From an optimization exercise on the open Yosys and OpenROAD flow, aimed at small area, a short achievable clock period and few clock cycles; shortcuts taken in it are not production practice. Power and IR drop assume default switching activity.

==> flow/design.v (excerpt) <==
module raycast_column_texture_walker_core #(
  parameter int FRAC_BITS = 16
) (
  input  logic                             clk,
  input  logic                             rst_n,
  input  logic                             cfg_valid,
  output logic                             cfg_ready,
  input  logic [rctw_pkg::CFG_IDX_W-1:0]   cfg_index,
  input  logic [rctw_pkg::CFG_DATA_W-1:0]  cfg_data,
  input  logic                             in_tvalid,
  output logic                             in_tready,
  input  logic [rctw_pkg::IN_TDATA_W-1:0]  in_tdata,
  input  logic                             in_tuser,
  output logic                             out_tvalid,
  input  logic                             out_tready,
  output logic [rctw_pkg::OUT_TDATA_W-1:0] out_tdata,
  output logic [rctw_pkg::OUT_TUSER_W-1:0] out_tuser,
  output logic                             out_tlast
);
For scale: roughly 3,000 cells after synthesis, roughly 480 flip-flops, ~270 I/O pins.
==> flow/config.mk <==
export PLATFORM = sky130hd
export DESIGN_NAME = raycast_column_texture_walker_core
export DESIGN_NICKNAME = raycast_column_texture_walker_core
export VERILOG_FILES = /design/flow/design.v
export SDC_FILE = /design/flow/constraint.sdc
export NUM_CORES = 4
export LEC_CHECK = 0
export CAP_MARGIN = 20
export CORE_MARGIN = 2
export CORE_UTILIZATION = 60
export SLEW_MARGIN = 20
==> flow/constraint.sdc <==
create_clock -name core_clock -period 10.0 [get_ports {clk}]
set_input_delay 2.0000 -clock core_clock [delete_from_list [all_inputs] [get_ports {clk}]]
set_output_delay 2.0000 -clock core_clock [all_outputs]
set_load 0.01 [all_outputs]
standard.sh (not shown) runs the stock make flow with config.mk's settings and CLKGATE_MAP_FILE= SYNTH_SCRIPT=/design/flow/synth_recipe.tcl, a recipe that flattens the netlist after the stock synthesis.
==> flow/flow/run.sh <==
#!/bin/bash
# Standard layout (the standard.sh: standard synthesis, ORFS floorplan to
# finish, same SDC), with two make settings added on its command line:
#  * BUFFER_PORTS_ARGS from flow/ports.txt: the cell buffer_ports puts on every
#    input and output port (it still buffers every port).
# Each make run's full output goes to its own log here.
set -euo pipefail
MARGIN=$(cat flow/margin.txt)
PORTBUF=$(cat flow/ports.txt)
sed -E "s/ SETUP_SLACK_MARGIN=[^ ]*//; s/CLKGATE_MAP_FILE= /CLKGATE_MAP_FILE= SETUP_SLACK_MARGIN=$MARGIN 'BUFFER_PORTS_ARGS=-buffer_cell $PORTBUF' /" standard.sh > standard_margin.sh
grep -q "SETUP_SLACK_MARGIN=$MARGIN " standard_margin.sh
bash standard_margin.sh synth > make_synth.log 2>&1
bash standard_margin.sh finish > make_finish.log 2>&1
test -s out/final.def
==> flow/flow/margin.txt <==
6.5
==> flow/flow/ports.txt <==
sky130_fd_sc_hd__buf_1
The first run went through all stages and came out clean.
Then changed:
==> flow/flow/ports.txt (replaced) <==
sky130_fd_sc_hd__buf_2
Result:
- synthesized cell count does not change
- clock-buffer cell count rose by 8
- via count rose by 0.35%
- routed wire length rose by 3.1%
- sequential cell count does not change
- fmax rose by 2.4%
- sequential share of layout area fell by 0.29 points
- power fell by 1.7%
- non-clock buffer count rose by 3
- global-route usage rose by 0.71 points
Function was not checked in any run of this note: the RTL went through the layout flow alone.

* * *

Another version of the RTL of raycast_column_texture_walker_core (not shown whole).
For scale: ~3100 cells after synthesis, ~270 I/O pins, about 28000 µm² of cells after synthesis.
Design raycast_column_texture_walker_core, start of the top module:
module raycast_column_texture_walker_core #(
  parameter int FRAC_BITS = 16
) (
  input  logic                             clk,
  input  logic                             rst_n,
  input  logic                             cfg_valid,
  output logic                             cfg_ready,
  input  logic [rctw_pkg::CFG_IDX_W-1:0]   cfg_index,
  input  logic [rctw_pkg::CFG_DATA_W-1:0]  cfg_data,
  input  logic                             in_tvalid,
  output logic                             in_tready,
  input  logic [rctw_pkg::IN_TDATA_W-1:0]  in_tdata,
  input  logic                             in_tuser,
  output logic                             out_tvalid,
  input  logic                             out_tready,
  output logic [rctw_pkg::OUT_TDATA_W-1:0] out_tdata,
  output logic [rctw_pkg::OUT_TUSER_W-1:0] out_tuser,
  output logic                             out_tlast
);
==> flow/config.mk <==
export PLATFORM = sky130hd
export DESIGN_NAME = raycast_column_texture_walker_core
export DESIGN_NICKNAME = raycast_column_texture_walker_core
export VERILOG_FILES = /design/flow/design.v
export SDC_FILE = /design/flow/constraint.sdc
export NUM_CORES = 4
export LEC_CHECK = 0
export CAP_MARGIN = 20
export CORE_MARGIN = 2
export CORE_UTILIZATION = 60
export SLEW_MARGIN = 20
==> flow/constraint.sdc <==
create_clock -name core_clock -period 10.0 [get_ports {clk}]
set_input_delay 2.0000 -clock core_clock [delete_from_list [all_inputs] [get_ports {clk}]]
set_output_delay 2.0000 -clock core_clock [all_outputs]
set_load 0.01 [all_outputs]
==> flow/flow/margin.txt <==
6.3
==> flow/flow/ports.txt <==
sky130_fd_sc_hd__buf_2
Scripts as last shown in full above: flow/flow/run.sh
==> next run, changes <==
==> flow/flow/margin.txt (replaced) <==
6.5
Result: Sequential share of layout area is lower by 0.51 points; sequential power barely changes; utilization is higher by 0.96 points; fmax is higher by 3.1%; global-route usage is lower by 0.12 points; critical path depth is lower by 4; setup slack improved by 0.11 ns; die area does not change; final cell count is higher by 0.75%; clock skew hardly moves.
==> next run, changes <==
==> flow/flow/margin.txt (replaced) <==
6.6
Final area climbs by 1.4%.
Routed wire length went up by 3.2%.
Synthesized area stays the same.
Register-to-register slack improved by 0.08 ns.
Synthesized cell count does not change.
Utilization grows by 0.99 points.
No functional check of the RTL was part of any run of this note.

* * *

build 96:
Another version of the RTL of raycast_column_texture_walker_core (not shown whole).
Size in the first run: roughly 3000 cells after synthesis, ~0.028 mm^2 of cells after synthesis.
export LEC_CHECK = 0
export CAP_MARGIN = 20
export CORE_MARGIN = 2
export CORE_UTILIZATION = 60
export PLACE_DENSITY = 0.75
export SLEW_MARGIN = 20
create_clock -name core_clock -period 10.0 [get_ports {clk}]
==> flow/flow/margin.txt <==
6.5
Scripts as last shown in full above: flow/flow/run.sh, flow/flow/ports.txt
Setup changes, build 96 to trial 93
Settings: a deleted PLACE_DENSITY that had been 0.75.
Relative to build 96, the depth of the worst register-to-register path of trial 93 is higher by 1. There was hardly any difference in final net count between trial 93 and build 96. Trial 93 has met1 routing resource usage after global routing above what build 96 had.
No functional check of the RTL was part of any run of this note.

[separate check: timing with driven ports]
No port has a modelled driver above. Below, the same layouts with a new extraction and two added sets of constraints.
Step 1: set_driving_cell puts a clkbuf_16 on clk and a buf_2 on each other input, an assumption about the parent block.
Step 2 times the ports against the registers' clock, not the clock port: input delays grow and output delays shrink by t, the midpoint of the rising clock arrivals with the driver on.
Three values: no drivers, after step 1, after step 2; two values: the first two.
run	t (ns)	setup slack, ns	hold slack, ns	worst setup path after step 2	worst register clock-pin slew, ns
the first run of note 1	0.663	6.401 / 6.401 / 5.893	0.442 / 0.442 / 0.442	input to register	0.06 / 0.06
the second run of note 1	0.657	6.484 / 6.496 / 5.862	0.435 / 0.435 / 0.435	input to register	0.07 / 0.07
the first run of note 2	0.669	6.378 / 6.412 / 5.743	0.428 / 0.428 / 0.428	input to register	0.07 / 0.07
the second run of note 2	0.664	6.485 / 6.505 / 5.841	0.441 / 0.441 / 0.441	input to register	0.07 / 0.07
the third run of note 2	0.657	6.532 / 6.562 / 5.904	0.434 / 0.434 / 0.434	input to register	0.07 / 0.07
build 96	0.672	6.409 / 6.409 / 5.916	0.434 / 0.434 / 0.434	input to register	0.07 / 0.07
trial 93	0.665	6.466 / 6.466 / 5.921	0.442 / 0.442 / 0.442	input to register	0.06 / 0.06
After both steps every run listed still meets setup and hold. The setup slack of the second run of note 2, which loses most, moves by +0.020 ns with the drivers and by -0.644 ns with both steps.
